This is an optimization exercise on Yosys and OpenROAD, whose aim is small area and a short achievable clock period, not a production implementation.
Where RTL was checked, it was by simulation tests only, not by an equivalence proof against the original.
Power figures rest on the tool's default switching activity, not on a simulated workload.

== run 1 ==
==> flow/design.v <==
`timescale 1ns/1ps
module counter_table_top (
    input  logic        clock,
    input  logic        rst_n,
    input  logic        upd_valid,
    input  logic [7:0]  upd_key,
    input  logic [7:0]  upd_incr,
    input  logic        query_valid,
    input  logic [5:0]  query_entry,
    output logic        init_done,
    output logic        resp_valid,
    output logic [31:0] resp_data
);
    logic [511:0] tbl [4];
    logic clr;
    logic run;
    always_ff @(posedge clock) begin
        clr <= !rst_n;
    end
    assign init_done = !clr;
    assign run       = rst_n && !clr;    
    logic       a_v;
    logic [7:0] a_key, a_inc;
    logic [7:0] a_rq [4];
    logic       a_s1, a_s2;              
    logic [3:0] a_sq;                    
    logic       b_v;
    logic [7:0] b_key, b_nv;
    logic [7:0] c_nv;
    logic       h1, h2;
    assign h1 = a_v && (upd_key == a_key);    
    assign h2 = b_v && (upd_key == b_key);    
    always_ff @(posedge clock) begin
        if (!rst_n) begin
            a_v <= 1'b0;
        end else begin
            a_v <= upd_valid && !clr;
        end
        a_s1  <= h1;
        a_s2  <= !h1 && h2;
        for (int g = 0; g < 4; g++) begin
            a_sq[g] <= !h1 && !h2 && (upd_key[7:6] == g[1:0]);
        end
        a_key <= upd_key;
        a_inc <= upd_incr;
        for (int g = 0; g < 4; g++) begin
            a_rq[g] <= tbl[g][upd_key[5:0]*8 +: 8];
        end
    end
    logic [7:0] a_nv;
    always_comb begin
        a_nv = ({8{a_s1}} & (b_nv + a_inc))
             | ({8{a_s2}} & (c_nv + a_inc));
        for (int g = 0; g < 4; g++) begin
            a_nv = a_nv | ({8{a_sq[g]}} & (a_rq[g] + a_inc));    
        end
    end
    logic [7:0] b_ehi;    
    logic [7:0] b_elo;    
    logic [3:0] b_ln;     
    always_ff @(posedge clock) begin
        if (!rst_n) begin
            b_v  <= 1'b0;
            b_ln <= '0;
        end else begin
            b_v  <= a_v;
            for (int l = 0; l < 4; l++) begin
                b_ln[l] <= a_v && (a_key[1:0] == l[1:0]);
            end
        end
        for (int i = 0; i < 8; i++) begin
            b_ehi[i] <= (a_key[7:5] == i[2:0]);
            b_elo[i] <= (a_key[4:2] == i[2:0]);
        end
        b_key <= a_key;
        b_nv  <= a_nv;
        c_nv  <= b_nv;
    end
    logic [63:0] wr_entry;
    logic [3:0]  wr_lane;
    logic [7:0]  wr_data;
    always_comb begin
        for (int e = 0; e < 64; e++) begin
            wr_entry[e] = clr || (b_ehi[e / 8] && b_elo[e % 8]);
        end
        for (int l = 0; l < 4; l++) begin
            wr_lane[l] = clr || b_ln[l];
        end
        wr_data = clr ? 8'h00 : b_nv;
    end
    always_ff @(posedge clock) begin
        for (int c = 0; c < 256; c++) begin
            if (wr_entry[c / 4] && wr_lane[c % 4]) begin
                tbl[c / 64][(c % 64)*8 +: 8] <= wr_data;
            end
        end
    end
    logic        q_v;
    logic [1:0]  q_g;
    logic [31:0] q_d [4];
    logic        q_f2h, q_f1h;   
    logic [1:0]  q_f2l, q_f1l;
    logic [7:0]  q_f2d;
    logic [31:0] q_sel;
    always_ff @(posedge clock) begin
        if (!rst_n) begin
            q_v <= 1'b0;
            resp_valid <= 1'b0;
        end else begin
            q_v <= query_valid && !clr;
            resp_valid <= q_v;
        end
        q_g <= query_entry[5:4];
        for (int g = 0; g < 4; g++) begin
            q_d[g] <= tbl[g][query_entry[3:0]*32 +: 32];
        end
        q_f2h <= b_v && (b_key[7:2] == query_entry);
        q_f2l <= b_key[1:0];
        q_f2d <= b_nv;
        q_f1h <= a_v && (a_key[7:2] == query_entry);
        q_f1l <= a_key[1:0];
    end
    always_comb begin
        q_sel = q_d[q_g];
        for (int l = 0; l < 4; l++) begin
            if (q_f1h && (q_f1l == l[1:0])) begin
                q_sel[l*8 +: 8] = b_nv;            
            end else if (q_f2h && (q_f2l == l[1:0])) begin
                q_sel[l*8 +: 8] = q_f2d;           
            end
        end
    end
    always_ff @(posedge clock) begin
        resp_data <= q_sel;
    end
endmodule
==> flow/config.mk <==
export PLATFORM = sky130hd
export DESIGN_NAME = counter_table_top
export DESIGN_NICKNAME = counter_table_top
export VERILOG_FILES = /design/flow/design.v
export SDC_FILE = /design/flow/constraint.sdc
export NUM_CORES = 4
export LEC_CHECK = 0
export ABC_CLOCK_PERIOD_IN_PS = 2200
export CAP_MARGIN = 20
export CORE_MARGIN = 2
export CORE_UTILIZATION = 65
export CTS_CLUSTER_DIAMETER = 70
export CTS_CLUSTER_SIZE = 38
export SETUP_SLACK_MARGIN = 2.25
export SLEW_MARGIN = 20
==> flow/constraint.sdc <==
create_clock -name core_clock -period 4.5 [get_ports {clock}]
set_input_delay 0.9000 -clock core_clock [delete_from_list [all_inputs] [get_ports {clock}]]
set_output_delay 0.9000 -clock core_clock [all_outputs]
set_load 0.01 [all_outputs]
run.sh (not shown) runs the stock make flow with config.mk's settings and CLKGATE_MAP_FILE= SYNTH_SCRIPT=/design/flow/synth_recipe.tcl, a recipe that flattens the netlist after the stock synthesis.
Inputs modified between run 1 and run 2:
Settings: SETUP_SLACK_MARGIN: 2.25 -> 2.1; CTS_CLUSTER_DIAMETER: 70 -> 60; CTS_CLUSTER_SIZE: 38 -> 30; CORE_UTILIZATION: 65 -> 55.
==> run summary <==
- Comparing critical path depth in cells for run 2 and run 1, the bigger number came from run 2.
- [compare] base=run 1 new=run 2: area growth from synthesis to layout up 0.78 points; die area up 30000 sq um; total area of sequential cells flat.
- Compared with run 1, run 2 shows a higher power.
- Summary of the comparison: sequential portion of the cell area is lower in run 2, relative to run 1.
- When run 2 is measured against run 1, its minimum clock period turns out 0.082 ns higher.
- Largest voltage drop on the vdd net: run 2 vs run 1 down 13%
Changes in run 3 relative to run 2:
Settings: SETUP_SLACK_MARGIN now 2.25, was 2.1; CORE_UTILIZATION now 60, was 55; CTS_CLUSTER_DIAMETER now 70, was 60; CTS_CLUSTER_SIZE now 38, was 30; ABC_CLOCK_PERIOD_IN_PS now 2000, was 2200.
Results
Run 3 against run 2: switching power went down 4.2%; total met2 wirelength after detailed routing now sits lower; worst setup margin climbed 0.080 ns.
Going from run 2 to run 3, final instance count without filler cells fell about 3%; ratio of cells with drive above 1 in the final layout rose 1.1 points; clock network latency to the later pin of the worst-skew pair fell 0.05 ns; post-route minimum period fell 0.080 ns.
The higher post-route cell area came out of run 2.
Power (run 3 vs. run 2) decreases by a few percent
Looking at combinational fraction of design power across run 2 and run 3, the one that comes out lower is run 2.
#### Input delta (run 4 over run 3)
Settings: a change of CTS_CLUSTER_DIAMETER from 70 to 60; a change of ABC_CLOCK_PERIOD_IN_PS from 2000 to 2200; a change of CTS_CLUSTER_SIZE from 38 to 30.
[summary]
On run 4: power is about 3% higher than what run 3 gave. Cmp run 4 vs run 3: number of gates given a new drive strength after cts higher in run 4. From run 3 to run 4 the numbers moved as follows: share of the cycle needed by the critical path after routing has increased; global-route usage ~0 delta. Between run 3 and run 4, the post-CTS clock slew at the launch and capture registers of the worst setup and hold paths does not differ in any meaningful way. On relative contribution of the clock network to total power: between run 3 and run 4, it ends up lower for run 3. Between run 4 and run 3, the wire length figures differ only marginally. As far as die width goes, run 4 and run 3 are indistinguishable; the numbers are identical. The top-level I/O count on run 4 is in line with that on run 3. Run 4: post-CTS repair timing setup buffer count lower than run 3. The final standard cell utilization of the core of run 4 exceeds that of run 3 by 0.53 points.

---

Setup of job 101:
Starts from the design.v that is shown in full above.
==> flow/config.mk <==
export PLATFORM = sky130hd
export DESIGN_NAME = counter_table_top
export DESIGN_NICKNAME = counter_table_top
export VERILOG_FILES = /design/flow/design.v
export SDC_FILE = /design/flow/constraint.sdc
export NUM_CORES = 4
export LEC_CHECK = 0
export ABC_CLOCK_PERIOD_IN_PS = 2200
export CAP_MARGIN = 20
export CORE_MARGIN = 2
export CORE_UTILIZATION = 60
export CTS_CLUSTER_DIAMETER = 60
export CTS_CLUSTER_SIZE = 30
export SETUP_SLACK_MARGIN = 2.25
export SLEW_MARGIN = 20
export TNS_END_PERCENT = 10
==> flow/constraint.sdc <==
create_clock -name core_clock -period 4.5 [get_ports {clock}]
set_input_delay 0.9000 -clock core_clock [delete_from_list [all_inputs] [get_ports {clock}]]
set_output_delay 0.9000 -clock core_clock [all_outputs]
set_load 0.01 [all_outputs]
Changes in job 102 relative to job 101:
diff --git a/flow/config.mk b/flow/config.mk
--- a/flow/config.mk
+++ b/flow/config.mk
@@ -10,7 +10,6 @@
 export CORE_MARGIN = 2
 export CORE_UTILIZATION = 60
-export CTS_CLUSTER_DIAMETER = 60
-export CTS_CLUSTER_SIZE = 30
+export CTS_CLUSTER_DIAMETER = 70
+export CTS_CLUSTER_SIZE = 38
 export SETUP_SLACK_MARGIN = 2.25
 export SLEW_MARGIN = 20
-export TNS_END_PERCENT = 10
## What came out
On cell area, job 102 tracks job 101 almost exactly.
Compared to job 101, the routing of job 102 uses more wire.
In terms of filler cell count, job 102 and job 101 differ only marginally.
Looking at wire length per cell, job 102 sits above job 101.
Setup slack: job 102 vs job 101 up 0.039 ns
Job 102 reports a higher layout buffer count excluding clock buffers than job 101 does.
Job 102 against job 101: switching part of the total level; share of power burned in combinational logic moved up.
The inputs of job 103 differ from those of job 102 as listed below.
diff --git a/flow/config.mk b/flow/config.mk
--- a/flow/config.mk
+++ b/flow/config.mk
@@ -10,5 +10,5 @@
 export CORE_MARGIN = 2
 export CORE_UTILIZATION = 60
-export CTS_CLUSTER_DIAMETER = 70
+export CTS_CLUSTER_DIAMETER = 50
 export CTS_CLUSTER_SIZE = 38
 export SETUP_SLACK_MARGIN = 2.25
## What came out
Setup fix buffers added after clock tree synthesis ended up 6 lower on job 103 than on job 102.
Reported for job 102 and job 103, number of library cell types mapped by synthesis turned out identical to the last digit.
Job 102 → job 103: post-route fraction of the period consumed by the critical path rose by 0.90 points; detailed-route vias per instance -0.59%.

---

counter_table_top, a different RTL version from the one above (not shown whole).
For scale: ~5100 cells after synthesis, about 2400 flip-flops, about 60 I/O pins, about 110000 µm² of cells after synthesis.
make LEC_CHECK=0 ABC_CLOCK_PERIOD_IN_PS=2200 CAP_MARGIN=20 CORE_MARGIN=2 CORE_UTILIZATION=60 CTS_CLUSTER_DIAMETER=60 CTS_CLUSTER_SIZE=30 SETUP_SLACK_MARGIN=2.25 SLEW_MARGIN=20 finish   # period 4.5 ns
Rerun with:
Settings changed: CTS_CLUSTER_DIAMETER 60 to 70, CTS_CLUSTER_SIZE 30 to 38.
The changed run produced a clean layout.
Power is lower by 2.9%.
Global-route usage falls by 0.14 points.
Die area does not change.
Hold slack is better by 0.0034 ns.
Setup slack got worse by 0.020 ns.
Via count is about the same.
Clock-buffer cell count goes down by 19.
Register-to-register slack degrades by 0.02 ns.
Synthesized cell count does not change.
Function was not checked in any run of this note: the RTL went through the layout flow alone.

---

alpha:
Another version of the RTL of counter_table_top (not shown whole).
Size: roughly 2400 flip-flops, about 60 I/O pins, ~0.11 mm² of cells after synthesis.
clock: 4.5 ns
lec_check: 0
abc_clock_period_in_ps: 2200
cap_margin: 20
core_margin: 2
core_utilization: 60
cts_cluster_diameter: 60
cts_cluster_size: 30
setup_slack_margin: 2.4
slew_margin: 20
alpha has completed all stages; timing, DRC and antenna checks passed.
## Diff of input files: beta against alpha
# alpha
export LEC_CHECK = 0
export ABC_CLOCK_PERIOD_IN_PS = 2200
export CAP_MARGIN = 20
export CORE_MARGIN = 2
export CORE_UTILIZATION = 60
export CTS_CLUSTER_DIAMETER = 60
export CTS_CLUSTER_SIZE = 30
export SETUP_SLACK_MARGIN = 2.4
export SLEW_MARGIN = 20
create_clock -name core_clock -period 4.5 [get_ports {clock}]
# beta
export LEC_CHECK = 0
export ABC_CLOCK_PERIOD_IN_PS = 2200
export CAP_MARGIN = 20
export CORE_MARGIN = 2
export CORE_UTILIZATION = 60
export CTS_CLUSTER_DIAMETER = 60
export CTS_CLUSTER_SIZE = 30
export SETUP_SLACK_MARGIN = 2.25
export SLEW_MARGIN = 20
create_clock -name core_clock -period 4.5 [get_ports {clock}]
==> run summary <==
- In terms of routability congestion estimate, alpha and beta differ only marginally.
- Cell depth of the worst flop-to-flop path for beta is lower than for alpha.
- Of beta and alpha, it is beta that has the higher layout filler cell count.
No functional check of the RTL was part of any run of this note.

---

counter_table_top, a different RTL version from the one above (not shown whole).
Size: about 5,800 cells after synthesis, about 2,300 flip-flops, ~60 I/O pins.
==> flow/design.v (excerpt) <==
module counter_table_top (
    input  logic        clock,
    input  logic        rst_n,
    input  logic        upd_valid,
    input  logic [7:0]  upd_key,
    input  logic [7:0]  upd_incr,
    input  logic        query_valid,
    input  logic [5:0]  query_entry,
    output logic        init_done,
    output logic        resp_valid,
    output logic [31:0] resp_data
);
    logic [511:0] tbl [4];
    logic clr;
    always_ff @(posedge clock) begin
        clr       <= !rst_n;
        init_done <= rst_n;
    end
    logic       a_v;
    logic [7:0] a_key, a_inc;
    logic [7:0] a_rq [4];
    logic       a_s1, a_s2;              
    logic [3:0] a_sq;                    
    logic       b_v;
    logic [7:0] b_key, b_nv;
    logic [7:0] c_nv;
    logic       h1, h2;
    assign h1 = a_v && (upd_key == a_key);    
    assign h2 = b_v && (upd_key == b_key);    
    always_ff @(posedge clock) begin
        if (!rst_n) begin
            a_v <= 1'b0;
        end else begin
            a_v <= upd_valid && !clr;
        end
        a_s1  <= h1;
        a_s2  <= !h1 && h2;
        for (int g = 0; g < 4; g++) begin
            a_sq[g] <= !h1 && !h2 && (upd_key[7:6] == g[1:0]);
  ...
clock: 4.5 ns
lec_check: 0
abc_clock_period_in_ps: 2200
cap_margin: 20
core_margin: 2
core_utilization: 70
cts_cluster_diameter: 60
cts_cluster_size: 30
setup_slack_margin: 2.25
slew_margin: 20
The first run stopped in 5_1_grt.
Then changed:
- CORE_UTILIZATION: 70 -> 60
With this change the flow finished clean.
Synthesized cell count is unchanged.
Area after synthesis is unchanged.
Function was not checked in any run of this note: the RTL went through the layout flow alone.

---

== old ==
Another version of the RTL of counter_table_top (not shown whole).
Size in the first run: about 5000 cells after synthesis, about 2400 flip-flops, roughly 60 I/O pins, ~110000 um^2 of cells after synthesis.
==> flow/config.mk <==
export PLATFORM = sky130hd
export DESIGN_NAME = counter_table_top
export DESIGN_NICKNAME = counter_table_top
export VERILOG_FILES = /design/flow/design.v
export SDC_FILE = /design/flow/constraint.sdc
export NUM_CORES = 4
export LEC_CHECK = 0
export ABC_CLOCK_PERIOD_IN_PS = 2200
export CAP_MARGIN = 20
export CORE_MARGIN = 2
export CORE_UTILIZATION = 60
export CTS_CLUSTER_DIAMETER = 60
export CTS_CLUSTER_SIZE = 30
export SETUP_SLACK_MARGIN = 2.25
export SLEW_MARGIN = 20
==> flow/constraint.sdc <==
create_clock -name core_clock -period 4.5 [get_ports {clock}]
set_input_delay 0.9000 -clock core_clock [delete_from_list [all_inputs] [get_ports {clock}]]
set_output_delay 0.9000 -clock core_clock [all_outputs]
set_load 0.01 [all_outputs]
old: no failed stages, no open violations at the end
> inputs changed (old -> new)
Settings: swapping 60 for 70 in CTS_CLUSTER_DIAMETER; swapping 30 for 38 in CTS_CLUSTER_SIZE.
Findings:
- End point of the critical path = b_wd[1][6]$_SDFF_PN0_: old; end point of the critical path = b_wd[2][6]$_SDFF_PN0_: new
- Compared with old, in new worst setup slack moved down, register fraction of the total cell area now larger, area added between synthesis and finish shows a reduction of 1.1 points.
Function was not checked in any run of this note: the RTL went through the layout flow alone.

## separate check: timing with driven ports
No port has a modelled driver above. Below, the same layouts with a new extraction and two added sets of constraints. Step 1 assumes that a clkbuf_16 drives the clock port and a buf_2 every other input. Step 2, shift: input delay + t, output delay - t, t = (earliest + latest rising clock arrival at the registers) / 2. This alone moves slack from input paths to output paths. Three values: ideal ports, drivers, drivers and shift; two values: the first two.
| run | shift t [ns] | slack for setup (ns) | worst register clock-pin slew, ns | cell pins on the clock port's net |
|---|---|---|---|---|
| run 1 | 0.901 | 2.073 / 2.013 / 1.112 | 0.12 / 0.12 | 1 |
| run 2 | 0.972 | 1.991 / 1.881 / 0.908 | 0.11 / 0.11 | 1 |
| run 3 | 0.915 | 2.071 / 1.984 / 1.077 | 0.11 / 0.11 | 1 |
| run 4 | 0.935 | 2.025 / 1.968 / 1.041 | 0.10 / 0.10 | 1 |
| job 101 | 0.938 | 2.032 / 1.933 / 0.996 | 0.10 / 0.10 | 1 |
| job 102 | 0.915 | 2.071 / 1.984 / 1.077 | 0.11 / 0.11 | 1 |
| job 103 | 0.951 | 2.031 / 1.950 / 1.057 | 0.10 / 0.10 | 1 |
| the first run of note 3 | 0.943 | 2.021 / 2.021 / 1.139 | 0.11 / 0.11 | 1 |
| the second run of note 3 | 0.907 | 2.001 / 2.001 / 1.142 | 0.11 / 0.11 | 1 |
| alpha | 0.924 | 1.990 / 1.986 / 1.062 | 0.11 / 0.11 | 1 |
| beta | 0.948 | 2.052 / 1.972 / 1.024 | 0.10 / 0.10 | 1 |
| the second run of note 5 | 0.967 | 1.750 / 1.246 / 0.279 | 0.12 / 0.12 | 1 |
| old | 0.931 | 2.086 / 1.906 / 0.975 | 0.11 / 0.11 | 1 |
| new | 0.919 | 2.081 / 1.860 / 0.942 | 0.11 / 0.11 | 1 |
After both steps every run listed still meets setup and hold. For the second run of note 5, which loses most, drivers alone change the setup slack by -0.504 ns; drivers and shift together by -1.471 ns.
